Source: an optimization exercise on an open RTL-to-GDS flow (aim: small area and a short achievable clock period). Production flows keep margins and buffers that such runs may drop. In this exercise RTL edits were held to simulation tests only and were not proved equivalent to the original. Power and IR drop assume default switching activity.

==> flow/design.v <==
`timescale 1ns/1ps
package legPkg;
  localparam int wordW = 64;
  localparam int instrW = 32;
  typedef logic [wordW-1:0] wordT;
  typedef logic [63:0] addrT;
  typedef logic [instrW-1:0] instrT;
  typedef logic [4:0] regIdxT;
  localparam regIdxT zeroReg = 5'd31;
  typedef struct packed {
    logic we;        
    logic load;      
    logic store;     
    logic setFlags;  
    logic sub;       
    logic useImm;    
    logic opAnd;     
    logic opOrr;     
    logic opEor;     
    logic brB;       
    logic brEq;
    logic brNe;
    logic brLt;
    logic brGe;
    logic brCbz;
    logic brCbnz;
  } ctrlT;
  typedef struct packed {
    logic n;
    logic z;
    logic v;
    logic c;
  } flagsT;
endpackage
`timescale 1ns/1ps
import legPkg::*;
module pgNode #(
  parameter bit invH = 0,
  parameter bit invL = 0,
  parameter bit invO = 0,
  parameter bit withP = 1
) (
  input  logic gH,
  input  logic pH,
  input  logic gL,
  input  logic pL,
  output logic g,
  output logic p
);
  logic gh, ph, gl, pl;
  assign gh = gH ^ invH;
  assign ph = pH ^ invH;
  assign gl = gL ^ invL;
  assign pl = pL ^ invL;
  assign g = (gh | (ph & gl)) ^ invO;
  if (withP) begin : gP
    assign p = (ph & pl) ^ invO;
  end else begin : gNoP
    assign p = 1'b0;
  end
endmodule
module pfxAdd #(
  parameter int W = 64,
  parameter int TOPO = 0
) (
  input  logic [W-1:0] a,
  input  logic [W-1:0] b,
  input  logic         cin,
  output logic [W-1:0] sum,
  output logic [W-1:0] prop,    
  output logic [W-1:0] carry    
);
  localparam int LG = $clog2(W);
  localparam int levels = (TOPO == 2) ? LG + 1 : LG;
  function automatic integer partner(input integer i, input integer l);
    integer j;
    begin
      j = -1;
      if (TOPO == 0) begin
        if (i >= (1 << l)) j = i - (1 << l);
      end else if (TOPO == 1) begin
        if (((i >> l) & 1) == 1) j = ((i >> l) << l) - 1;
      end else begin
        if (l == 0) begin
          if (i % 2 == 1) j = i - 1;
        end else if (l < LG) begin
          if (i % 2 == 1 && i >= (1 << l)) j = i - (1 << l);
        end else begin
          if (i % 2 == 0 && i >= 2) j = i - 1;
        end
      end
      partner = j;
    end
  endfunction
  function automatic integer low(input integer i, input integer l);
    integer k, m;
    begin
      m = i;
      for (k = 0; k < l; k = k + 1) if (partner(i, k) >= 0) m = low(partner(i, k), k);
      low = m;
    end
  endfunction
  function automatic integer pol(input integer i, input integer l);
    integer k, n;
    begin
      n = 0;
      for (k = 0; k < l; k = k + 1) if (partner(i, k) >= 0) n = n + 1;
      pol = n % 2;
    end
  endfunction
  logic [levels:0][W-1:0] gT;
  logic [levels:0][W-1:0] pT;
  logic [W-1:0] p0;
  logic [W-1:0] c;
  assign p0 = a ^ b;
  assign gT[0] = {a[W-1:1] & b[W-1:1], (a[0] & b[0]) | (p0[0] & cin)};
  assign pT[0] = p0;
  for (genvar lv = 0; lv < levels; lv++) begin : gLevel
    for (genvar i = 0; i < W; i++) begin : gBit
      localparam int j = partner(i, lv);
      if (j >= 0) begin : gMrg
        pgNode #(.invH(pol(i, lv)), .invL(pol(j, lv)), .invO(!pol(i, lv)),
                 .withP(low(j, lv) != 0)) uNode (
          .gH(gT[lv][i]), .pH(pT[lv][i]), .gL(gT[lv][j]), .pL(pT[lv][j]),
          .g(gT[lv+1][i]), .p(pT[lv+1][i]));
      end else begin : gPass
        assign gT[lv+1][i] = gT[lv][i];
        assign pT[lv+1][i] = pT[lv][i];
      end
    end
  end
  assign c[0] = cin;
  for (genvar i = 1; i < W; i++) begin : gCarry
    assign c[i] = gT[levels][i-1] ^ pol(i - 1, levels);
  end
  assign sum = p0 ^ c;
  assign prop = p0;
  assign carry = c;
endmodule
module andMerge (
  input  logic hi,
  input  logic lo,
  output logic y
);
  assign y = hi & lo;
endmodule
module prefixInc #(
  parameter int W = 62
) (
  input  logic [W-1:0] a,
  output logic [W-1:0] sum
);
  localparam int levels = $clog2(W);
  logic [W-1:0] cT [0:levels];
  assign cT[0] = a;
  for (genvar lv = 0; lv < levels; lv++) begin : gLevel
    for (genvar i = 0; i < W; i++) begin : gBit
      if (((i >> lv) & 1) == 1) begin : gMrg
        localparam int j = ((i >> lv) << lv) - 1;
        andMerge uNode (.hi(cT[lv][i]), .lo(cT[lv][j]), .y(cT[lv+1][i]));
      end else begin : gPass
        assign cT[lv+1][i] = cT[lv][i];
      end
    end
  end
  assign sum = a ^ {cT[levels][W-2:0], 1'b1};
endmodule
module alu64 (
  input  legPkg::wordT  a,
  input  legPkg::wordT  b,
  input  logic  cin,
  input  logic  opAnd,
  input  logic  opOrr,
  input  logic  opEor,
  output legPkg::wordT  result,
  output logic  z,
  output logic  p63,     
  output logic  c63      
);
  legPkg::wordT p;
  legPkg::wordT c;
  legPkg::wordT o;
  legPkg::wordT early;
  logic arith;
  pfxAdd #(.W(64), .TOPO(2)) uAdd (.a(a), .b(b), .cin(cin), .sum(), .prop(p), .carry(c));
  assign o = a | b;
  assign z = &(~(p ^ {o[62:0], cin}));
  assign p63 = p[63];
  assign c63 = c[63];
  assign arith = ~(opAnd | opOrr | opEor);
  always_comb begin
    if (opAnd) early = a & b;
    else if (opOrr) early = o;
    else early = p;
  end
  carryMix uMix (.early(early), .c(c), .en(arith), .y(result));
endmodule
module carryMix (
  input  legPkg::wordT early,
  input  legPkg::wordT c,
  input  logic en,
  output legPkg::wordT y
);
  assign y = early ^ (c & {64{en}});
endmodule
module lateMux (
  input  logic s,
  input  logic d1,
  input  logic d0,
  output logic y
);
  assign y = s ? d1 : d0;
endmodule
`timescale 1ns/1ps
import legPkg::*;
module regFile (
  input  logic   clk,
  input  logic [30:0] selA,
  input  logic [30:0] selB,
  output legPkg::wordT   rdDataA,
  output logic   rdNonzeroA,
  output legPkg::wordT   rdDataB,
  input  logic   wrEn,
  input  legPkg::regIdxT wrIdx,
  input  legPkg::wordT   wrData,
  input  logic   wrNonzero
);
  legPkg::wordT regs [0:30];
  logic [30:0]  nonzero;
  always_ff @(posedge clk) begin
    if (wrEn) begin
      regs[wrIdx] <= wrData;
      nonzero[wrIdx] <= wrNonzero;
    end
  end
  assign rdNonzeroA = |(selA & nonzero);
  always_comb begin
    rdDataA = '0;
    rdDataB = '0;
    for (int i = 0; i < 31; i++) begin
      rdDataA = rdDataA | (regs[i] & {64{selA[i]}});
      rdDataB = rdDataB | (regs[i] & {64{selB[i]}});
    end
  end
endmodule
`timescale 1ns/1ps
import legPkg::*;
module decodeStage (
  input  legPkg::instrT  instr,
  output legPkg::ctrlT   ctrl,
  output logic [30:0]    selA,    
  output logic [30:0]    selB,    
  output legPkg::regIdxT dest
);
  logic [10:0] op;
  logic isAddR, isAddsR, isSubR, isSubsR, isAndR, isOrrR, isEorR;
  logic isAddI, isSubI, isAndI, isOrrI, isEorI;
  logic isLd, isSt, isCb;
  logic [31:0] ohRt, ohRn, ohRm;
  assign op = instr[31:21];
  assign isAddR  = op == 11'b10001011000;
  assign isAddsR = op == 11'b10101011000;
  assign isSubR  = op == 11'b11001011000;
  assign isSubsR = op == 11'b11101011000;
  assign isAndR  = op == 11'b10001010000;
  assign isOrrR  = op == 11'b10101010000;
  assign isEorR  = op == 11'b11001010000;
  assign isAddI  = op[10:1] == 10'b1001000100;
  assign isSubI  = op[10:1] == 10'b1101000100;
  assign isAndI  = op[10:1] == 10'b1001001000;
  assign isOrrI  = op[10:1] == 10'b1011001000;
  assign isEorI  = op[10:1] == 10'b1101001000;
  assign isLd    = op == 11'b11111000010;
  assign isSt    = op == 11'b11111000000;
  assign isCb    = op[10:4] == 7'b1011010;
  always_comb begin
    ctrl = '0;
    ctrl.load = isLd;
    ctrl.store = isSt;
    ctrl.setFlags = isAddsR | isSubsR;
    ctrl.sub = isSubR | isSubsR | isSubI;
    ctrl.useImm = isAddI | isSubI | isAndI | isOrrI | isEorI;
    ctrl.opAnd = isAndR | isAndI;
    ctrl.opOrr = isOrrR | isOrrI;
    ctrl.opEor = isEorR | isEorI;
    ctrl.we = (isAddR | isAddsR | isSubR | isSubsR | isAndR | isOrrR | isEorR |
               isAddI | isSubI | isAndI | isOrrI | isEorI | isLd) && instr[4:0] != zeroReg;
    ctrl.brB = op[10:5] == 6'b000101;
    ctrl.brEq = op[10:3] == 8'b01010101;
    ctrl.brNe = op[10:3] == 8'b01010110;
    ctrl.brLt = op[10:3] == 8'b01010111;
    ctrl.brGe = op[10:3] == 8'b01011000;
    ctrl.brCbz = isCb & ~op[3];
    ctrl.brCbnz = isCb & op[3];
  end
  always_comb begin
    ohRt = '0;
    ohRn = '0;
    ohRm = '0;
    ohRt[instr[4:0]] = 1'b1;
    ohRn[instr[9:5]] = 1'b1;
    ohRm[instr[20:16]] = 1'b1;
  end
  assign selA = isCb ? ohRt[30:0] : ohRn[30:0];
  assign selB = isSt ? ohRt[30:0] : ohRm[30:0];
  assign dest = instr[4:0];
endmodule
`timescale 1ns/1ps
import legPkg::*;
module executeStage (
  input  logic   clk,
  input  logic   rstN,
  input  logic   idWe,
  input  logic   idLoad,
  input  logic   idStore,
  input  logic   idSetFlags,
  input  logic   idSub,
  input  logic   idAnd,
  input  logic   idOrr,
  input  logic   idEor,
  input  legPkg::wordT   idA,
  input  legPkg::wordT   idB,
  input  legPkg::wordT   idStoreData,
  input  legPkg::regIdxT idDest,
  output legPkg::flagsT  flags,
  output logic   dxLoadQ,
  output logic   exWe,
  output logic   exLoad,
  output logic   exStore,
  output legPkg::wordT   exResult,
  output legPkg::wordT   exStoreData,
  output legPkg::regIdxT exDest
);
  logic   dxWe, dxLoad, dxStore, dxSetFlags;
  logic   dxSub, dxAnd, dxOrr, dxEor;
  legPkg::wordT   dxA;
  legPkg::wordT   dxB;
  legPkg::wordT   dxStoreData;
  legPkg::regIdxT dxDest;
  legPkg::wordT   result;
  logic   z, p63, c63;
  logic   a63;
  logic   nIf0, nIf1, vIf0, vIf1, zNext, nNext, vNext;
  always_ff @(posedge clk) begin
    if (!rstN) begin
      dxWe <= 1'b0;
      dxLoad <= 1'b0;
      dxStore <= 1'b0;
      dxSetFlags <= 1'b0;
    end else begin
      dxWe <= idWe;
      dxLoad <= idLoad;
      dxStore <= idStore;
      dxSetFlags <= idSetFlags;
    end
  end
  always_ff @(posedge clk) begin
    dxSub <= idSub;
    dxAnd <= idAnd;
    dxOrr <= idOrr;
    dxEor <= idEor;
    dxA <= idA;
    dxB <= idB;
    dxStoreData <= idStoreData;
    dxDest <= idDest;
  end
  assign dxLoadQ = dxLoad;
  alu64 uAlu (
    .a(dxA), .b(dxB), .cin(dxSub), .opAnd(dxAnd), .opOrr(dxOrr), .opEor(dxEor),
    .result(result), .z(z), .p63(p63), .c63(c63)
  );
  assign a63 = dxA[63];
  assign nIf0 = rstN & (dxSetFlags ? p63 : flags.n);
  assign nIf1 = rstN & (dxSetFlags ? ~p63 : flags.n);
  assign vIf0 = rstN & (dxSetFlags ? (~p63 & a63) : flags.v);
  assign vIf1 = rstN & (dxSetFlags ? (~p63 & ~a63) : flags.v);
  assign zNext = rstN & (dxSetFlags ? z : flags.z);
  lateMux uFlagN (.s(c63), .d1(nIf1), .d0(nIf0), .y(nNext));
  lateMux uFlagV (.s(c63), .d1(vIf1), .d0(vIf0), .y(vNext));
  always_ff @(posedge clk) begin
    flags.n <= nNext;
    flags.z <= zNext;
    flags.v <= vNext;
    flags.c <= 1'b0;
  end
  always_ff @(posedge clk) begin
    if (!rstN) begin
      exWe <= 1'b0;
      exLoad <= 1'b0;
      exStore <= 1'b0;
    end else begin
      exWe <= dxWe;
      exLoad <= dxLoad;
      exStore <= dxStore;
    end
  end
  always_ff @(posedge clk) begin
    exResult <= result;
    exStoreData <= dxStoreData;
    exDest <= dxDest;
  end
endmodule
`timescale 1ns/1ps
import legPkg::*;
module memWriteback (
  input  logic   clk,
  input  logic   rstN,
  input  logic   dxLoad,
  output logic   memRead,
  input  logic   exWe,
  input  logic   exLoad,
  input  legPkg::wordT   exResult,
  input  legPkg::wordT   dataRd,
  output logic   wrEn,
  output legPkg::wordT   wrData,
  output logic   wrNonzero
);
  logic nzResult;
  logic nzLoad;
  always_ff @(posedge clk) begin
    if (!rstN) memRead <= 1'b0;
    else memRead <= dxLoad;
  end
  assign wrEn = rstN && exWe;
  assign wrData = exLoad ? dataRd : exResult;
  orReduce uNzResult (.d(exResult), .y(nzResult));
  orReduce uNzLoad (.d(dataRd), .y(nzLoad));
  assign wrNonzero = exLoad ? nzLoad : nzResult;
endmodule
module orReduce (
  input  legPkg::wordT d,
  output logic y
);
  logic [7:0] part;
  for (genvar k = 0; k < 8; k++) begin : gPart
    or8 uOr (.d(d[8*k +: 8]), .y(part[k]));
  end
  or8 uTop (.d(part), .y(y));
endmodule
module or8 (
  input  logic [7:0] d,
  output logic y
);
  assign y = |d;
endmodule
`timescale 1ns/1ps
import legPkg::*;
module armsCore #(
  parameter legPkg::addrT resetAddr = '0
) (
  input  logic  clk,
  input  logic  rstN,
  output legPkg::addrT  instrAddr,
  input  legPkg::instrT instr,
  output legPkg::addrT  dataAddr,
  output legPkg::wordT  dataWr,
  input  legPkg::wordT  dataRd,
  output logic  memWrite,
  output logic  memRead
);
  logic [63:2]    pc;
  legPkg::ctrlT   fCtrl;
  logic [30:0]    fSelA;
  logic [30:0]    fSelB;
  legPkg::regIdxT fDest;
  logic [25:0]    fOffset;
  legPkg::ctrlT   ifCtrl;
  logic [30:0]    ifSelA;
  logic [30:0]    ifSelB;
  legPkg::regIdxT ifDest;
  logic [25:0]    ifOffset;
  logic [63:2]    ifPc;
  logic [21:10]   ifImm;
  logic [63:2]    brTarget;
  legPkg::wordT   rdDataA;
  logic           rdNonzeroA;
  legPkg::wordT   rdDataB;
  legPkg::wordT   opB;
  legPkg::flagsT  flags;
  logic           condMet;
  logic [63:2]    pcNext;
  logic [63:2]    pcPlus1;
  logic   exWe, exLoad, exStore;
  legPkg::wordT   exResult;
  legPkg::wordT   exStoreData;
  legPkg::regIdxT exDest;
  logic   wrEn;
  legPkg::wordT   wrData;
  logic   wrNonzero;
  logic   dxLoad;
  decodeStage uDecode (
    .instr(instr), .ctrl(fCtrl), .selA(fSelA), .selB(fSelB), .dest(fDest)
  );
  always_ff @(posedge clk) begin
    if (!rstN) begin
      pc <= resetAddr[63:2];
      ifCtrl <= '0;
    end else begin
      pc <= pcNext;
      ifCtrl <= fCtrl;
    end
  end
  assign fOffset = fCtrl.brB ? instr[25:0] : {{7{instr[23]}}, instr[23:5]};
  always_ff @(posedge clk) begin
    ifSelA <= fSelA;
    ifSelB <= fSelB;
    ifDest <= fDest;
    ifOffset <= fOffset;
    ifPc <= pc;
  end
  assign instrAddr = {pc, resetAddr[1:0]};
  regFile uRegFile (
    .clk(clk), .selA(ifSelA), .selB(ifSelB), .rdDataA(rdDataA), .rdNonzeroA(rdNonzeroA), .rdDataB(rdDataB),
    .wrEn(wrEn), .wrIdx(exDest), .wrData(wrData),
    .wrNonzero(wrNonzero)
  );
  always_comb begin
    condMet = ifCtrl.brB |
              (ifCtrl.brEq & flags.z) |
              (ifCtrl.brNe & ~flags.z) |
              (ifCtrl.brLt & (flags.n ^ flags.v)) |
              (ifCtrl.brGe & ~(flags.n ^ flags.v));
    if (ifCtrl.brCbz & ~rdNonzeroA) condMet = 1'b1;
    if (ifCtrl.brCbnz & rdNonzeroA) condMet = 1'b1;
  end
  assign ifImm = ifOffset[16:5];
  pfxAdd #(.W(62), .TOPO(2)) uTarget (
    .a(ifPc), .b({{36{ifOffset[25]}}, ifOffset}), .cin(1'b0), .sum(brTarget), .prop(), .carry()
  );
  prefixInc #(.W(62)) uInc (.a(pc), .sum(pcPlus1));
  assign pcNext = condMet ? brTarget : pcPlus1;
  always_comb begin
    if (ifCtrl.useImm) opB = {52'd0, ifImm[21:10]};
    else if (ifCtrl.load | ifCtrl.store) opB = {{55{ifImm[20]}}, ifImm[20:12]};
    else opB = rdDataB;
    if (ifCtrl.sub) opB = ~opB;
  end
  executeStage uExecute (
    .clk(clk), .rstN(rstN),
    .idWe(ifCtrl.we), .idLoad(ifCtrl.load), .idStore(ifCtrl.store),
    .idSetFlags(ifCtrl.setFlags), .idSub(ifCtrl.sub), .idAnd(ifCtrl.opAnd),
    .idOrr(ifCtrl.opOrr), .idEor(ifCtrl.opEor),
    .idA(rdDataA), .idB(opB), .idStoreData(rdDataB), .idDest(ifDest),
    .flags(flags),
    .dxLoadQ(dxLoad), .exWe(exWe), .exLoad(exLoad), .exStore(exStore), .exResult(exResult),
    .exStoreData(exStoreData), .exDest(exDest)
  );
  memWriteback uMemWb (
    .clk(clk), .rstN(rstN), .dxLoad(dxLoad), .memRead(memRead), .exWe(exWe), .exLoad(exLoad), .exResult(exResult), .dataRd(dataRd),
    .wrEn(wrEn), .wrData(wrData), .wrNonzero(wrNonzero)
  );
  assign memWrite = exStore;
  assign dataAddr = exResult;
  assign dataWr   = exStoreData;
endmodule
==> flow/run.sh <==
#!/bin/bash
# synth_recipe.tcl (not shown) runs the flow's synth.tcl, then flattens the netlist and writes it again
# the make line also repeats each setting of config.mk as NAME=value (left out here)
make -C /OpenROAD-flow-scripts/flow DESIGN_CONFIG=/design/flow/config.mk WORK_HOME=/design/flow/orfs CLKGATE_MAP_FILE= SYNTH_SCRIPT=/design/flow/synth_recipe.tcl finish
==> flow/config.mk <==
export PLATFORM = sky130hd
export DESIGN_NAME = armsCore
export DESIGN_NICKNAME = armsCore
export VERILOG_FILES = /design/flow/design.v
export SDC_FILE = /design/flow/constraint.sdc
export NUM_CORES = 8
export LEC_CHECK = 0
export CAP_MARGIN = 20
export CORE_MARGIN = 2
export CORE_UTILIZATION = 55
export CTS_CLUSTER_DIAMETER = 80
export CTS_CLUSTER_SIZE = 20
export SETUP_SLACK_MARGIN = 4.1
export SLEW_MARGIN = 20
export SYNTH_HIERARCHICAL = 1
==> flow/constraint.sdc <==
create_clock -name core_clock -period 6.8 [get_ports {clk}]
set_input_delay 1.3600 -clock core_clock [delete_from_list [all_inputs] [get_ports {clk}]]
set_output_delay 1.3600 -clock core_clock [all_outputs]
set_load 0.01 [all_outputs]
==> flow_metrics.env, run 1 <==
export IMPL_status="finished clean"
export IMPL_timing_final_crit_period_ns=2.97
export IMPL_final_core_util_pct=62.7
export IMPL_dieArea_sq_um=207000
export IMPL_synth_area_sq_um=112000
export IMPL_wirelength_um=559000
export IMPL_clkPwrFrac_pct=25.7
export IMPL_p_leak_nw=42.6
export IMPL_critPathArrivalTime_ns=3.68
export IMPL_grt_pass1_wl_um=725000
export IMPL_die_width_um=455
export IMPL_wl_per_cell_um=48.4
export IMPL_vias=95300
export IMPL_die_h_um=455
export IMPL_switching_share_pct=31.7
export IMPL_final_nets=8903
export IMPL_max_freq_mhz=336
export IMPL_crit_path_top_delay_cell="dfxtp_4"
export IMPL_clock_path_buffers=3
export IMPL_worstSkewPairLatency_ns=0.90
export IMPL_tritoncts="built"
export IMPL_cp_required_ns=7.51
export IMPL_worstMarginPinSlew_ns=1.20
export IMPL_drive_gt1_share_pct=20.6
export IMPL_max_stage_delay_ns=0.75
export IMPL_cp_start_kind="register"
export IMPL_p_int_mw=26.3
export IMPL_gp_congestion=1.00
export IMPL_antenna_found_initial=62
export IMPL_initial_core_util_pct=55.3
export IMPL_drc=0
export IMPL_p_switching_mw=12.2
export IMPL_track_usage_pct=52.0
export IMPL_synth_area_per_cell_sq_um=13.3
export IMPL_final_setup_viol_count=0
export IMPL_cts_root_buf="clkbuf_16"
export IMPL_avgViaCountPerCell=8.25
export IMPL_ios=292
export IMPL_syn_to_final_growth_pct=13.5
export IMPL_grt_ovfl_total=0
export IMPL_fin_setup_tns_ns=0
export IMPL_p_per_area_nw_per_um2=304
export IMPL_pwr_share_seq_pct=52.3
export IMPL_pwr_share_comb_pct=21.9
export IMPL_path_cells="buf_6 -> buf_4 -> a22oi_1 -> nand4_1 -> or4_1"
export IMPL_clock_skew_final_ns=0.0548
export IMPL_hp_class="reg2reg"
export IMPL_cp_end_kind="register"
export IMPL_hold_viol=0
export IMPL_ys_warn_count=15
export IMPL_cts_sinks=2593
export IMPL_cts_made_buffers=153
export IMPL_path_buf_inv=2
export IMPL_grt_max_degree=82
export IMPL_cp_max_fo=32
export IMPL_num_rows=165
export IMPL_critPathKind="reg2reg"
export IMPL_grt_pass1_vias=84700
export IMPL_dpl_hpwl_um=297000
export IMPL_drt_antenna_violating_nets=0
export IMPL_critical_path_top_delay_family="buffers and inverters"
export IMPL_drv_cap=0
export IMPL_core_sq_um=202000
export IMPL_slew_headroom_pct=20.2
export IMPL_htree_levels=4
export IMPL_drtIter0Drc=24400
export IMPL_num_fill_cells=15400
export IMPL_port_buffers=289
export IMPL_drv_slew=0
export IMPL_ir_drop_mv=0.293
export IMPL_first_pass_iters=15
export IMPL_rsz0062_at_grt="true"
export IMPL_clkTransAtPathRegs_ns=0.08
export IMPL_period_share_pct=43.7
export IMPL_netlist_instances=8402
[area by class of cell]
cell class,instances,area (sq um),share of cell area (%)
clock inverter,27,310,0.245
multi-input combinational,5072,37900,29.8
clock buffer,233,4220,3.33
inverter,104,392,0.309
tap,2672,3340,2.64
antenna,114,285,0.225
timing repair buffer,741,7730,6.10
sequential,2593,72700,57.3
[stage by stage]
| step | hold WS (ns) | power [mW] | setup WS, ns | cell area (sq um) | cells |
|---|---|---|---|---|---|
| floorplan | 0.310 | 24.1 | 2.79 | 112000 | 8404 |
| global placement | 0.310 | 27.6 | 2.42 | 117000 | 10900 |
| detailed placement | 0.312 | 27.7 | 2.39 | 117000 | 10900 |
| CTS | 0.328 | 37.5 | 4.04 | 125000 | 11400 |
| global route | 0.332 | 39.0 | 3.89 | 127000 | 11500 |
| finish | 0.328 | 38.6 | 3.83 | 127000 | 11600 |
[cells in the final DEF (no fill, tap or decap), types with 28 or more instances in the layout]
| master | instances |
|---|---|
| edfxtp_1 | 2015 |
| a22oi_1 | 1547 |
| nand2_1 | 519 |
| dfxtp_1 | 324 |
| buf_4 | 286 |
| nand3_1 | 277 |
| nand4_1 | 270 |
| a21oi_2 | 211 |
| and2_1 | 200 |
| xnor2_1 | 188 |
| buf_6 | 171 |
| clkbuf_16 | 164 |
| dfxtp_2 | 140 |
| a22o_1 | 133 |
| nor2_1 | 132 |
| a222oi_1 | 129 |
| ha_1 | 121 |
| a21oi_1 | 120 |
| diode_2 | 114 |
| dfxtp_4 | 114 |
| o21ai_1 | 111 |
| inv_1 | 102 |
| a221oi_1 | 102 |
| xor2_1 | 95 |
| o21ai_0 | 83 |
| or4_1 | 78 |
| clkbuf_1 | 75 |
| buf_2 | 75 |
| mux2i_1 | 72 |
| mux2_4 | 67 |
| buf_12 | 67 |
| or4_4 | 56 |
| nor2_2 | 51 |
| o22ai_1 | 45 |
| mux2_2 | 35 |
| o21ai_2 | 35 |
| clkbuf_2 | 31 |
| nor2_4 | 28 |
| a221oi_2 | 28 |
[state kept, by name (all words and copies together), names as in the netlist, 3 cells and up]
register	count
uRegFile.regs	1984
ifSelA	31
uExecute.dxDest	5
ifOffset	26
uExecute.flags	3
uExecute.exStoreData	64
ifPc	62
uExecute.exResult	64
uRegFile.nonzero	31
pc	62
ifDest	5
uExecute.exDest	5
uExecute.dxA	64
ifSelB	31
uExecute.dxStoreData	64
ifCtrl	16
uExecute.dxB	64
[metal layers]
metal	GRT usage, %	up-vias	wire [um]
li1	-	34300	-
met1	63.3	45800	181000
met2	69.0	11600	214000
met3	30.6	3564	110000
met4	34.1	60	52000
met5	2.45	-	1560
[timing repair]
| item | CTS | global route |
|---|---|---|
| setup endpoints to repair | 1905 | 640 |
| hold buffers | 0 | 0 |
| pin swaps | 54 | 55 |
| cloned | 10 | 8 |
| gates resized for setup | 1464 | 311 |
| hold endpoints to repair | 0 | 0 |
| setup buffers | 195 | 62 |
[power groups by stage]
stage	Combinational (mW)	Clock, mW	Sequential, mW
3_5_place_dp	7.19	0	20.5
5_1_grt	8.48	10.3	20.2
3_3_place_gp	7.15	0	20.5
6_report	8.45	9.93	20.2
4_1_cts	7.64	9.80	20.1
2_1_floorplan	3.90	0	20.2
[final timing paths]
check	start	cells past startpoint	slack [ns]	to
setup / recovery	ifSelA[23]$_DFF_P_	5	3.83	uExecute.dxA[52]$_DFF_P_
hold / removal	uExecute.dxDest[2]$_DFF_P_	0	0.33	uExecute.exDest[2]$_DFF_P_
setup reg to reg	ifSelA[23]$_DFF_P_	5	3.83	uExecute.dxA[52]$_DFF_P_
hold reg to reg	uExecute.dxDest[2]$_DFF_P_	0	0.33	uExecute.exDest[2]$_DFF_P_
==> run 2: changes to the inputs <==
--- a/flow/design.v
+++ b/flow/design.v
@@ -226,22 +226,31 @@
   input  logic   wrNonzero
 );
-  legPkg::wordT regs [0:30];
+  logic [64:0]  regs [0:30];
   logic [30:0]  nonzero;
   always_ff @(posedge clk) begin
     if (wrEn) begin
-      regs[wrIdx] <= wrData;
-      nonzero[wrIdx] <= wrNonzero;
+      regs[wrIdx] <= {wrNonzero, wrData};
     end
   end
-  assign rdNonzeroA = |(selA & nonzero);
+  for (genvar i = 0; i < 31; i++) begin : gNz
+    assign nonzero[i] = regs[i][64];
+  end
+  selOr31 uNzRead (.sel(selA), .d(nonzero), .y(rdNonzeroA));
   always_comb begin
     rdDataA = '0;
     rdDataB = '0;
     for (int i = 0; i < 31; i++) begin
-      rdDataA = rdDataA | (regs[i] & {64{selA[i]}});
-      rdDataB = rdDataB | (regs[i] & {64{selB[i]}});
+      rdDataA = rdDataA | (regs[i][63:0] & {64{selA[i]}});
+      rdDataB = rdDataB | (regs[i][63:0] & {64{selB[i]}});
     end
   end
 endmodule
+module selOr31 (
+  input  logic [30:0] sel,
+  input  logic [30:0] d,
+  output logic y
+);
+  assign y = |(sel & d);
+endmodule
 `timescale 1ns/1ps
 import legPkg::*;
@@ -478,5 +487,8 @@
   legPkg::wordT   opB;
   legPkg::flagsT  flags;
-  logic           condMet;
+  logic           condFlags;
+  logic           condIfNonzero;
+  logic           condIfZero;
+  logic [3:0]     take;
   logic [63:2]    pcNext;
   logic [63:2]    pcPlus1;
@@ -516,11 +528,14 @@
   );
   always_comb begin
-    condMet = ifCtrl.brB |
-              (ifCtrl.brEq & flags.z) |
-              (ifCtrl.brNe & ~flags.z) |
-              (ifCtrl.brLt & (flags.n ^ flags.v)) |
-              (ifCtrl.brGe & ~(flags.n ^ flags.v));
-    if (ifCtrl.brCbz & ~rdNonzeroA) condMet = 1'b1;
-    if (ifCtrl.brCbnz & rdNonzeroA) condMet = 1'b1;
+    condFlags = ifCtrl.brB |
+                (ifCtrl.brEq & flags.z) |
+                (ifCtrl.brNe & ~flags.z) |
+                (ifCtrl.brLt & (flags.n ^ flags.v)) |
+                (ifCtrl.brGe & ~(flags.n ^ flags.v));
+  end
+  assign condIfNonzero = condFlags | ifCtrl.brCbnz;
+  assign condIfZero = condFlags | ifCtrl.brCbz;
+  for (genvar q = 0; q < 4; q++) begin : gTake
+    lateMux uTake (.s(rdNonzeroA), .d1(condIfNonzero), .d0(condIfZero), .y(take[q]));
   end
   assign ifImm = ifOffset[16:5];
@@ -529,5 +544,7 @@
   );
   prefixInc #(.W(62)) uInc (.a(pc), .sum(pcPlus1));
-  assign pcNext = condMet ? brTarget : pcPlus1;
+  for (genvar k = 2; k < 64; k++) begin : gPcNext
+    assign pcNext[k] = take[(k - 2) / 16] ? brTarget[k] : pcPlus1[k];
+  end
   always_comb begin
     if (ifCtrl.useImm) opB = {52'd0, ifImm[21:10]};
--- a/flow/config.mk
+++ b/flow/config.mk
@@ -11,5 +11,5 @@
 export CTS_CLUSTER_DIAMETER = 80
 export CTS_CLUSTER_SIZE = 20
-export SETUP_SLACK_MARGIN = 4.1
+export SETUP_SLACK_MARGIN = 4.0
 export SLEW_MARGIN = 20
 export SYNTH_HIERARCHICAL = 1
==> flow_metrics.env, run 2 <==
export IMPL_placed_cells=10700
export IMPL_rsz0062_at_grt="true"
export IMPL_hp_class="reg2reg"
export IMPL_tritoncts="built"
export IMPL_port_buffers=289
export IMPL_fin_setup_tns_ns=0
export IMPL_initial_core_util_pct=55.3
export IMPL_num_rows=165
export IMPL_critPathArrivalTime_ns=3.66
export IMPL_largest_reg_flops=2015
export IMPL_grt_max_degree=93
export IMPL_cp_required_ns=7.52
export IMPL_crit_path_top_delay_cell="dfxtp_4"
export IMPL_design_area_sq_um=124000
export IMPL_first_pass_iters=10
export IMPL_path_buf_inv=1
export IMPL_critical_path_top_delay_family="flip-flops"
export IMPL_netlist_instances=8242
export IMPL_final_common_cell="edfxtp_1"
export IMPL_status="finished clean"
export IMPL_clkTransAtPathRegs_ns=0.09
export IMPL_core_sq_um=202000
export IMPL_wirelength_um=483000
export IMPL_grt_pass1_wl_um=643000
export IMPL_layout_common_cells="edfxtp_1, a22oi_1, nand2_1"
export IMPL_crit_cells=6
export IMPL_path_cells="buf_6 -> a22oi_1 -> nand4_1 -> or4_1 -> a22oi_1 -> xnor2_1"
export IMPL_dieArea_sq_um=207000
export IMPL_period_share_pct=43.2
export IMPL_rr_worst_depth=6
export IMPL_final_nets=8649
export IMPL_cp_max_fo=33
export IMPL_drtIter0Drc=17100
export IMPL_hold_viol=0
export IMPL_final_core_util_pct=61.6
export IMPL_critPathKind="reg2reg"
export IMPL_avgViaCountPerCell=7.58
export IMPL_ys_warn_count=15
export IMPL_drt_antenna_violating_nets=0
export IMPL_p_leak_nw=40.9
export IMPL_cts_made_buffers=153
export IMPL_r2r_slack_ns=3.86
export IMPL_gp_congestion=1.06
export IMPL_critPathMostFrequentCell="a22oi_1"
export IMPL_final_setup_viol_count=0
export IMPL_ir_drop_mv=0.300
export IMPL_synth_area_sq_um=112000
export IMPL_syn_to_final_growth_pct=11.3
export IMPL_worstMarginPinSlew_ns=1.07
export IMPL_min_path_cells=0
export IMPL_holdBufCountCts=0
export IMPL_worstSkewPairLatency_ns=0.88
export IMPL_timing_final_crit_period_ns=2.94
export IMPL_die_h_um=455
export IMPL_drv_cap=0
export IMPL_cp_start_kind="register"
export IMPL_vias=85200
export IMPL_clock_skew_final_ns=0.0381
export IMPL_drive_gt1_share_pct=19.0
export IMPL_dpl_hpwl_um=286000
export IMPL_top_register="uRegFile.regs"
export IMPL_p_per_area_nw_per_um2=310
export IMPL_ios=292
export IMPL_htree_levels=4
export IMPL_antenna_found_initial=44
export IMPL_die_width_um=455
export IMPL_layout_cells_non_filler=11200
export IMPL_cts_root_buf="clkbuf_16"
export IMPL_grt_ovfl_total=0
export IMPL_track_usage_pct=45.5
export IMPL_wl_per_cell_um=42.9
export IMPL_synth_area_per_cell_sq_um=13.5
export IMPL_max_freq_mhz=341
export IMPL_drv_slew=0
export IMPL_cp_end_kind="register"
export IMPL_grt_pass1_vias=79500
export IMPL_cts_sinks=2593
export IMPL_clock_path_buffers=3
export IMPL_drc=0
export IMPL_max_stage_delay_ns=0.89
export IMPL_slew_headroom_pct=28.4
export IMPL_placed_area_sq_um=117000
==> run 2: through the flow <==
step | hold WS, ns | power (mW) | worst slack, ns
floorplan | 0.310 | 24.1 | 3.21
global placement | 0.310 | 27.7 | 2.26
detailed placement | 0.312 | 27.7 | 2.22
CTS | 0.331 | 37.9 | 3.78
global route | 0.336 | 39.1 | 3.90
finish | 0.329 | 38.5 | 3.86
==> run 2: final timing paths <==
check / startpoint / end
max: ifSelB[5]$_DFF_P_ / uExecute.dxB[17]$_DFF_P_
min: uExecute.dxStoreData[48]$_DFF_P_ / uExecute.exStoreData[48]$_DFF_P_
max reg2reg: ifSelB[5]$_DFF_P_ / uExecute.dxB[17]$_DFF_P_
min reg2reg: uExecute.dxStoreData[48]$_DFF_P_ / uExecute.exStoreData[48]$_DFF_P_
==> run 2: area by class of cell <==
class	count	area [sq um]
clock buffers	258	4320
multi-input cells	4915	37300
fillers	15500	77600
diodes	25	62.6
clock inverters	27	388
flip-flops and latches	2593	72700
inverters	109	410
well taps	2672	3340
repair buffers	643	5790
==> run 2: timing repair <==
| action | CTS | global route |
|---|---|---|
| gates resized for setup | 1077 | 161 |
| cloned | 4 | 0 |
| pin swaps | 25 | 22 |
| setup endpoints to repair | 1821 | 276 |
| setup buffers | 162 | 28 |
==> run 2: metal layers <==
metal | global-route usage, % | up-vias | part of all wire (%)
met5 | 0 | - | 0.064
met4 | 32.9 | 50 | 8.9
met3 | 13.9 | 1878 | 14
met2 | 66.9 | 7625 | 43
met1 | 57.0 | 42100 | 34
li1 | - | 33500 | -
==> run 2: power by group <==
part	internal, mW	switching, mW
Clock	4.52	5.47
Combinational	2.33	5.78
Sequential	19.5	0.856
==> run 3: changes to the inputs <==
--- a/flow/design.v
+++ b/flow/design.v
@@ -185,5 +185,5 @@
   pfxAdd #(.W(64), .TOPO(2)) uAdd (.a(a), .b(b), .cin(cin), .sum(), .prop(p), .carry(c));
   assign o = a | b;
-  assign z = &(~(p ^ {o[62:0], cin}));
+  zeroTest uZero (.p(p), .o({o[62:0], cin}), .z(z));
   assign p63 = p[63];
   assign c63 = c[63];
@@ -212,4 +212,23 @@
   assign y = s ? d1 : d0;
 endmodule
+module zeroTest (
+  input  legPkg::wordT p,
+  input  legPkg::wordT o,
+  output logic z
+);
+  legPkg::wordT eq;
+  logic [7:0] part;
+  assign eq = ~(p ^ o);
+  for (genvar k = 0; k < 8; k++) begin : gPart
+    and8 uAnd (.d(eq[8*k +: 8]), .y(part[k]));
+  end
+  and8 uTop (.d(part), .y(z));
+endmodule
+module and8 (
+  input  logic [7:0] d,
+  output logic y
+);
+  assign y = &d;
+endmodule
 `timescale 1ns/1ps
 import legPkg::*;
@@ -237,11 +256,15 @@
   end
   selOr31 uNzRead (.sel(selA), .d(nonzero), .y(rdNonzeroA));
-  always_comb begin
-    rdDataA = '0;
-    rdDataB = '0;
-    for (int i = 0; i < 31; i++) begin
-      rdDataA = rdDataA | (regs[i][63:0] & {64{selA[i]}});
-      rdDataB = rdDataB | (regs[i][63:0] & {64{selB[i]}});
+  for (genvar b = 0; b < 64; b++) begin : gBit
+    logic [10:0] tA;
+    logic [10:0] tB;
+    for (genvar g = 0; g < 10; g++) begin : gGrp
+      aoi3 uA (.s(selA[3*g +: 3]), .d({regs[3*g+2][b], regs[3*g+1][b], regs[3*g][b]}), .yN(tA[g]));
+      aoi3 uB (.s(selB[3*g +: 3]), .d({regs[3*g+2][b], regs[3*g+1][b], regs[3*g][b]}), .yN(tB[g]));
     end
+    assign tA[10] = ~(selA[30] & regs[30][b]);
+    assign tB[10] = ~(selB[30] & regs[30][b]);
+    nand11 uOrA (.d(tA), .y(rdDataA[b]));
+    nand11 uOrB (.d(tB), .y(rdDataB[b]));
   end
 endmodule
@@ -253,4 +276,17 @@
   assign y = |(sel & d);
 endmodule
+module aoi3 (
+  input  logic [2:0] s,
+  input  logic [2:0] d,
+  output logic yN
+);
+  assign yN = ~|(s & d);
+endmodule
+module nand11 (
+  input  logic [10:0] d,
+  output logic y
+);
+  assign y = ~&d;
+endmodule
 `timescale 1ns/1ps
 import legPkg::*;
==> flow_metrics.env, run 3 <==
export IMPL_antenna_found_initial=39
export IMPL_final_nets=7998
export IMPL_final_common_cell="edfxtp_1"
export IMPL_timing_final_crit_period_ns=3.00
export IMPL_grt_ovfl_total=0
export IMPL_p_leak_nw=40.2
export IMPL_num_rows=161
export IMPL_ios=292
export IMPL_cts_sinks=2593
export IMPL_layout_common_cells="edfxtp_1, a222oi_1, nand2_1"
export IMPL_num_fill_cells=14600
export IMPL_cp_end_kind="register"
export IMPL_wl_per_cell_um=44.2
export IMPL_track_usage_pct=44.6
export IMPL_period_share_pct=44.1
export IMPL_finalPower_mw=38.1
export IMPL_grt_pass1_wl_um=611000
export IMPL_clock_path_buffers=3
export IMPL_critPathArrivalTime_ns=3.80
export IMPL_grt_max_degree=93
export IMPL_ys_warn_count=15
export IMPL_syn_to_final_growth_pct=13.1
export IMPL_synth_area_sq_um=107000
export IMPL_clkTransAtPathRegs_ns=0.08
export IMPL_largest_reg_flops=2015
export IMPL_critPathKind="reg2reg"
export IMPL_cp_max_fo=4
export IMPL_holdBufCountCts=0
export IMPL_avgViaCountPerCell=7.93
export IMPL_r2r_start="uExecute.dxA[45]$_DFF_P_"
export IMPL_hold_viol=0
export IMPL_hold_path_endpoint="uExecute.exStoreData[1]$_DFF_P_"
export IMPL_critPathLaunch="uExecute.dxA[45]$_DFF_P_"
export IMPL_p_per_area_nw_per_um2=314
export IMPL_r2r_end="uExecute.flags[2]$_DFF_P_"
export IMPL_hold_start="uExecute.dxStoreData[1]$_DFF_P_"
export IMPL_seqCellArea_sq_um=72600
export IMPL_clock_skew_final_ns=0.0337
export IMPL_cp_start_kind="register"
export IMPL_status="finished clean"
export IMPL_port_buffers=289
export IMPL_worstMarginPinSlew_ns=1.23
export IMPL_drt_antenna_violating_nets=0
export IMPL_slew_headroom_pct=17.9
export IMPL_cts_made_buffers=151
export IMPL_synth_area_per_cell_sq_um=15.0
export IMPL_r2r_slack_ns=3.80
export IMPL_ir_drop_mv=0.435
export IMPL_fin_hold_ws_ns=0.325
export IMPL_cts_root_buf="clkbuf_16"
export IMPL_grt_pass1_vias=77900
export IMPL_layout_cells_non_filler=10500
export IMPL_core_sq_um=193000
export IMPL_drive_gt1_share_pct=19.5
export IMPL_drv_cap=0
export IMPL_htree_levels=4
export IMPL_wirelength_um=462000
export IMPL_die_width_um=445
export IMPL_rsz0062_at_grt="true"
export IMPL_hp_class="reg2reg"
export IMPL_dieArea_sq_um=198000
export IMPL_netlist_instances=7157
export IMPL_min_path_cells=0
export IMPL_dpl_hpwl_um=260000
export IMPL_gp_congestion=0.973
export IMPL_rr_worst_depth=8
export IMPL_initial_core_util_pct=55.5
export IMPL_worstSkewPairLatency_ns=0.88
export IMPL_drtIter0Drc=22000
export IMPL_fin_setup_tns_ns=0
export IMPL_first_pass_iters=19
export IMPL_drc=0
export IMPL_max_freq_mhz=333
export IMPL_vias=82900
export IMPL_drv_slew=0
export IMPL_cp_required_ns=7.60
export IMPL_placed_cells=9911
export IMPL_final_setup_viol_count=0
export IMPL_tritoncts="built"
export IMPL_multiInputGateArea_sq_um=34100
export IMPL_top_register="uRegFile.regs"
export IMPL_die_h_um=445
==> run 3: cell type report <==
class                   instances  share of cell area [%]
inverters                     169                   0.524
well taps                    2526                    2.61
flip-flops and latches       2593                    60.0
clock inverters                19                   0.200
repair buffers                658                    4.88
clock buffers                 261                    3.61
multi-input cells            4191                    28.1
diodes                         37                  0.0764
==> run 3: through the flow <==
stage	utilization [%]	instance area, sq um	worst slack (ns)
final	62.8	121000	3.80
after global routing	62.7	121000	3.94
after CTS	62.3	120000	3.99
after detailed placement	58.8	113000	2.48
after global placement	58.8	113000	2.31
after floorplan	-	107000	2.68
==> run 3: power by group <==
part	internal (mW)	total, mW	switching, mW
clock	4.52	9.89	5.37
sequential	19.5	20.1	0.644
combinational	2.36	8.04	5.68
==> run 3: worst max path at each step <==
stage / to / slack, ns / depth (start not counted)
6_report: uExecute.flags[2]$_DFF_P_ / 3.80 / 8
4_1_cts: uExecute.flags[1]$_DFF_P_ / 3.99 / 10
5_1_grt: uExecute.flags[1]$_DFF_P_ / 3.94 / 10
3_3_place_gp: uRegFile.regs[6][64]$_DFFE_PP_ / 2.31 / 6
3_5_place_dp: uRegFile.regs[7][64]$_DFFE_PP_ / 2.48 / 6
2_1_floorplan: uRegFile.regs[0][0]$_DFFE_PP_ / 2.68 / 3
==> run 3: worst max-delay path, stage by stage, from the launching register on <==
cell and delay, ns:
dfxtp_1 0.49, ha_1 0.37, xnor2_1 0.20, nand4_1 0.12
nor2_1 0.72, nand4_1 0.32, nor2_1 0.45, mux2i_1 0.14
nor2b_1 0.12
==> run 3: what timing repair did <==
action	CTS	global route
resized for setup	982	209
pin swaps	17	30
gates cloned	2	5
buffers inserted	161	58
setup endpoints to repair	1090	760
hold endpoints to repair	0	0
==> run 3: metal layers <==
| metal | wire (um) | global-route usage [%] |
|---|---|---|
| met4 | 43300 | 34.8 |
| met5 | 218 | 0 |
| met1 | 151000 | 54.8 |
| met3 | 72400 | 15.3 |
| met2 | 195000 | 64.5 |
==> run 4: changes to the inputs <==
--- a/flow/design.v
+++ b/flow/design.v
@@ -194,13 +194,13 @@
     else early = p;
   end
-  carryMix uMix (.early(early), .c(c), .en(arith), .y(result));
+  lateXor uMix (.early(early), .late(c), .en(arith), .y(result));
 endmodule
-module carryMix (
+module lateXor (
   input  legPkg::wordT early,
-  input  legPkg::wordT c,
+  input  legPkg::wordT late,
   input  logic en,
   output legPkg::wordT y
 );
-  assign y = early ^ (c & {64{en}});
+  assign y = early ^ (late & {64{en}});
 endmodule
 module lateMux (
@@ -240,6 +240,7 @@
   output logic   rdNonzeroA,
   output legPkg::wordT   rdDataB,
-  input  logic   wrEn,
-  input  legPkg::regIdxT wrIdx,
+  input  logic   rstN,
+  input  logic [3:0] wrHi,    
+  input  logic [7:0] wrLo,    
   input  legPkg::wordT   wrData,
   input  logic   wrNonzero
@@ -247,7 +248,9 @@
   logic [64:0]  regs [0:30];
   logic [30:0]  nonzero;
-  always_ff @(posedge clk) begin
-    if (wrEn) begin
-      regs[wrIdx] <= {wrNonzero, wrData};
+  logic [30:0] rowEn;
+  for (genvar i = 0; i < 31; i++) begin : gRow
+    assign rowEn[i] = rstN & wrHi[i / 8] & wrLo[i % 8];
+    always_ff @(posedge clk) begin
+      if (rowEn[i]) regs[i] <= {wrNonzero, wrData};
     end
   end
@@ -274,5 +277,10 @@
   output logic y
 );
-  assign y = |(sel & d);
+  logic [10:0] t;
+  for (genvar g = 0; g < 10; g++) begin : gGrp
+    aoi3 uTerm (.s(sel[3*g +: 3]), .d(d[3*g +: 3]), .yN(t[g]));
+  end
+  assign t[10] = ~(sel[30] & d[30]);
+  nand11 uOr (.d(t), .y(y));
 endmodule
 module aoi3 (
@@ -370,10 +378,10 @@
   output legPkg::flagsT  flags,
   output logic   dxLoadQ,
-  output logic   exWe,
+  output logic [3:0] exWrHi,    
+  output logic [7:0] exWrLo,    
   output logic   exLoad,
   output logic   exStore,
   output legPkg::wordT   exResult,
-  output legPkg::wordT   exStoreData,
-  output legPkg::regIdxT exDest
+  output legPkg::wordT   exStoreData
 );
   logic   dxWe, dxLoad, dxStore, dxSetFlags;
@@ -431,9 +439,9 @@
   always_ff @(posedge clk) begin
     if (!rstN) begin
-      exWe <= 1'b0;
+      exWrLo <= '0;
       exLoad <= 1'b0;
       exStore <= 1'b0;
     end else begin
-      exWe <= dxWe;
+      for (int j = 0; j < 8; j++) exWrLo[j] <= dxWe && dxDest[2:0] == 3'(j);
       exLoad <= dxLoad;
       exStore <= dxStore;
@@ -443,5 +451,5 @@
     exResult <= result;
     exStoreData <= dxStoreData;
-    exDest <= dxDest;
+    for (int k = 0; k < 4; k++) exWrHi[k] <= dxDest[4:3] == 2'(k);
   end
 endmodule
@@ -453,9 +461,7 @@
   input  logic   dxLoad,
   output logic   memRead,
-  input  logic   exWe,
   input  logic   exLoad,
   input  legPkg::wordT   exResult,
   input  legPkg::wordT   dataRd,
-  output logic   wrEn,
   output legPkg::wordT   wrData,
   output logic   wrNonzero
@@ -467,5 +473,4 @@
     else memRead <= dxLoad;
   end
-  assign wrEn = rstN && exWe;
   assign wrData = exLoad ? dataRd : exResult;
   orReduce uNzResult (.d(exResult), .y(nzResult));
@@ -522,4 +527,6 @@
   legPkg::wordT   rdDataB;
   legPkg::wordT   opB;
+  legPkg::wordT   opBEarly;
+  logic           immSel;
   legPkg::flagsT  flags;
   logic           condFlags;
@@ -529,9 +536,9 @@
   logic [63:2]    pcNext;
   logic [63:2]    pcPlus1;
-  logic   exWe, exLoad, exStore;
+  logic   exLoad, exStore;
+  logic [3:0]     exWrHi;
+  logic [7:0]     exWrLo;
   legPkg::wordT   exResult;
   legPkg::wordT   exStoreData;
-  legPkg::regIdxT exDest;
-  logic   wrEn;
   legPkg::wordT   wrData;
   logic   wrNonzero;
@@ -560,5 +567,5 @@
   regFile uRegFile (
     .clk(clk), .selA(ifSelA), .selB(ifSelB), .rdDataA(rdDataA), .rdNonzeroA(rdNonzeroA), .rdDataB(rdDataB),
-    .wrEn(wrEn), .wrIdx(exDest), .wrData(wrData),
+    .rstN(rstN), .wrHi(exWrHi), .wrLo(exWrLo), .wrData(wrData),
     .wrNonzero(wrNonzero)
   );
@@ -583,10 +590,12 @@
     assign pcNext[k] = take[(k - 2) / 16] ? brTarget[k] : pcPlus1[k];
   end
+  assign immSel = ifCtrl.useImm | ifCtrl.load | ifCtrl.store;
   always_comb begin
-    if (ifCtrl.useImm) opB = {52'd0, ifImm[21:10]};
-    else if (ifCtrl.load | ifCtrl.store) opB = {{55{ifImm[20]}}, ifImm[20:12]};
-    else opB = rdDataB;
-    if (ifCtrl.sub) opB = ~opB;
+    if (ifCtrl.useImm) opBEarly = {52'd0, ifImm[21:10]};
+    else if (ifCtrl.load | ifCtrl.store) opBEarly = {{55{ifImm[20]}}, ifImm[20:12]};
+    else opBEarly = '0;
+    if (ifCtrl.sub) opBEarly = ~opBEarly;
   end
+  lateXor uOpB (.early(opBEarly), .late(rdDataB), .en(~immSel), .y(opB));
   executeStage uExecute (
     .clk(clk), .rstN(rstN),
@@ -596,10 +605,10 @@
     .idA(rdDataA), .idB(opB), .idStoreData(rdDataB), .idDest(ifDest),
     .flags(flags),
-    .dxLoadQ(dxLoad), .exWe(exWe), .exLoad(exLoad), .exStore(exStore), .exResult(exResult),
-    .exStoreData(exStoreData), .exDest(exDest)
+    .dxLoadQ(dxLoad), .exWrHi(exWrHi), .exWrLo(exWrLo), .exLoad(exLoad), .exStore(exStore), .exResult(exResult),
+    .exStoreData(exStoreData)
   );
   memWriteback uMemWb (
-    .clk(clk), .rstN(rstN), .dxLoad(dxLoad), .memRead(memRead), .exWe(exWe), .exLoad(exLoad), .exResult(exResult), .dataRd(dataRd),
-    .wrEn(wrEn), .wrData(wrData), .wrNonzero(wrNonzero)
+    .clk(clk), .rstN(rstN), .dxLoad(dxLoad), .memRead(memRead), .exLoad(exLoad), .exResult(exResult), .dataRd(dataRd),
+    .wrData(wrData), .wrNonzero(wrNonzero)
   );
   assign memWrite = exStore;
==> flow_metrics.env, run 4 <==
export IMPL_status="finished clean"
export IMPL_clock_path_buffers=3
export IMPL_antenna_found_initial=36
export IMPL_slew_headroom_pct=16.1
export IMPL_cts_made_buffers=152
export IMPL_cp_max_fo=33
export IMPL_track_usage_pct=42.5
export IMPL_hp_class="reg2reg"
export IMPL_worstMarginPinSlew_ns=1.26
export IMPL_grt_ovfl_total=0
export IMPL_htree_levels=4
export IMPL_dieArea_sq_um=198000
export IMPL_drv_cap=0
export IMPL_clock_skew_final_ns=0.0374
export IMPL_synth_area_sq_um=107000
export IMPL_ys_warn_count=16
export IMPL_syn_to_final_growth_pct=11.5
export IMPL_cts_root_buf="clkbuf_16"
export IMPL_cp_required_ns=7.28
export IMPL_dpl_hpwl_um=258000
export IMPL_wirelength_um=440000
export IMPL_seqCellArea_sq_um=72700
export IMPL_final_common_cell="edfxtp_1"
export IMPL_r2r_start="ifSelA[5]$_DFF_P_"
export IMPL_gp_congestion=1.04
export IMPL_initial_core_util_pct=55.5
export IMPL_timing_final_crit_period_ns=3.08
export IMPL_path_cells="buf_4 -> and3_4 -> buf_4"
export IMPL_critPathKind="in2reg"
export IMPL_wl_per_cell_um=42.6
export IMPL_cp_start_kind="input port"
export IMPL_dp_slack_ns=2.62
export IMPL_grt_max_degree=94
export IMPL_multiInputGateArea_sq_um=33500
export IMPL_first_pass_iters=17
export IMPL_hold_viol=0
export IMPL_largest_reg_flops=2015
export IMPL_setup_worst_path_end="uRegFile.regs[30][31]$_DFFE_PP_"
export IMPL_final_core_util_pct=61.9
export IMPL_layout_common_cells="edfxtp_1, a222oi_1, nand2_1"
export IMPL_critPathMostFrequentCell="buf_4"
export IMPL_ir_drop_mv=0.276
export IMPL_avgViaCountPerCell=7.84
export IMPL_port_buffers=289
export IMPL_r2r_end="uExecute.dxA[34]$_DFF_P_"
export IMPL_die_h_um=445
export IMPL_max_stage_delay_ns=0.96
export IMPL_max_freq_mhz=324
export IMPL_synth_area_per_cell_sq_um=15.0
export IMPL_p_per_area_nw_per_um2=315
export IMPL_vias=81000
export IMPL_grt_pass1_wl_um=587000
export IMPL_final_setup_viol_count=0
export IMPL_netlist_instances=7154
export IMPL_critPathArrivalTime_ns=3.56
export IMPL_drc=0
export IMPL_p_leak_nw=39.5
export IMPL_ios=292
export IMPL_rr_worst_depth=5
export IMPL_cts_sinks=2599
export IMPL_num_fill_cells=14600
export IMPL_cp_end_kind="register"
export IMPL_drive_gt1_share_pct=17.5
export IMPL_core_sq_um=193000
export IMPL_drt_antenna_violating_nets=0
export IMPL_fin_setup_tns_ns=0
export IMPL_crit_path_top_delay_cell="and3_4"
export IMPL_critPathLaunch="rstN"
export IMPL_rsz0062_at_grt="true"
export IMPL_drv_slew=0
export IMPL_fin_ws_ns=3.72
export IMPL_top_register="uRegFile.regs"
export IMPL_clkTransAtPathRegs_ns=0.08
export IMPL_drtIter0Drc=21900
export IMPL_grt_pass1_vias=76600
export IMPL_r2r_slack_ns=3.89
export IMPL_final_nets=7902
export IMPL_worstSkewPairLatency_ns=0.88
export IMPL_tritoncts="built"
export IMPL_die_width_um=445
export IMPL_period_share_pct=45.3
export IMPL_num_rows=161
run 4: power breakdown:
| group | switching, mW | internal, mW | total [mW] | leakage (nW) |
|---|---|---|---|---|
| clock network | 5.35 | 4.52 | 9.86 | 2.21 |
| registers | 0.709 | 19.5 | 20.3 | 23.0 |
| logic | 5.25 | 2.22 | 7.47 | 14.3 |
| total | 11.3 | 26.3 | 37.6 | 39.5 |
run 4: per-stage QoR:
step / power (mW) / instance area, sq um / hold slack (ns) / std cells
detailed placement: 27.3 / 113000 / 0.312 / 9904
finish: 37.6 / 119000 / 0.315 / 10300
CTS: 37.2 / 119000 / 0.326 / 10300
floorplan: 24.2 / 107000 / 0.310 / 7156
global placement: 27.2 / 113000 / 0.310 / 9904
global route: 38.4 / 119000 / 0.333 / 10300
run 4: worst min-delay path by stage:
stage,from,endpoint,depth (start not counted)
global route,uExecute.dxStoreData[9]$_DFF_P_,uExecute.exStoreData[9]$_DFF_P_,0
CTS,uExecute.dxStoreData[31]$_DFF_P_,uExecute.exStoreData[31]$_DFF_P_,0
detailed placement,uExecute.dxStoreData[13]$_DFF_P_,uExecute.exStoreData[13]$_DFF_P_,0
floorplan,ifCtrl[9]$_SDFF_PN0_,uExecute.dxAnd$_DFF_P_,0
finish,uExecute.dxStoreData[31]$_DFF_P_,uExecute.exStoreData[31]$_DFF_P_,0
global placement,uExecute.dxStoreData[14]$_DFF_P_,uExecute.exStoreData[14]$_DFF_P_,0
run 4: what timing repair did:
action                                  4_1_cts  5_1_grt
gates resized for setup                    1014      105
cloned                                        0        1
pin swaps                                    14       21
endpoints found under the setup margin      593      530
hold buffers                                  0        0
buffers inserted                             99       36
run 4: critical path: cells and delay by family:
family | cells | cell delay [ns]
buffers and inverters | 2 | 1.16
and+or+nand+nor | 1 | 0.96
run 4: area by class of cell:
cell class | instances | share of cell area (%)
Inverter | 163 | 0.514
Clock inverter | 20 | 0.178
Sequential cell | 2599 | 61.0
Antenna cell | 13 | 0.0273
Multi-Input combinational cell | 4201 | 28.1
Clock buffer | 259 | 3.72
Tap cell | 2526 | 2.65
Timing Repair Buffer | 551 | 3.83
run 4: metal layers:
metal  up-vias  GRT usage [%]  routed length, um
met2      7637           63.4             188000
met4        40           28.4              36900
met5         -          0.464                481
met3      1745           13.4              68900
met1     39800           53.3             146000
li1      31700              -                  -

[separate check: timing with driven ports]
Ports are ideal in the flow. The routed layouts listed here were re-timed in OpenROAD. Step 1, drivers: a clkbuf_16 drives clk and a buf_2 each remaining input, both assumed. Step 2 times the ports against the registers' clock, not the clock port: input delays grow and output delays shrink by t, the midpoint of the rising clock arrivals with the driver on. Slacks: no drivers / after step 1 / after step 2; pairs: no drivers / after step 1.
| run | t, ns | setup WS [ns] | slew at the worst register clock pin (ns) |
|---|---|---|---|
| run 1 | 0.968 | 3.826 / 3.826 / 3.016 | 0.09 / 0.09 |
| run 2 | 0.953 | 3.865 / 3.840 / 3.046 | 0.09 / 0.09 |
| run 3 | 0.960 | 3.800 / 3.800 / 2.876 | 0.09 / 0.09 |
| run 4 | 0.944 | 3.717 / 3.634 / 2.691 | 0.09 / 0.09 |
After both steps every run listed still meets setup and hold. The setup slack of run 4, which loses most, moves by -0.083 ns with the drivers and by -1.026 ns with both steps.
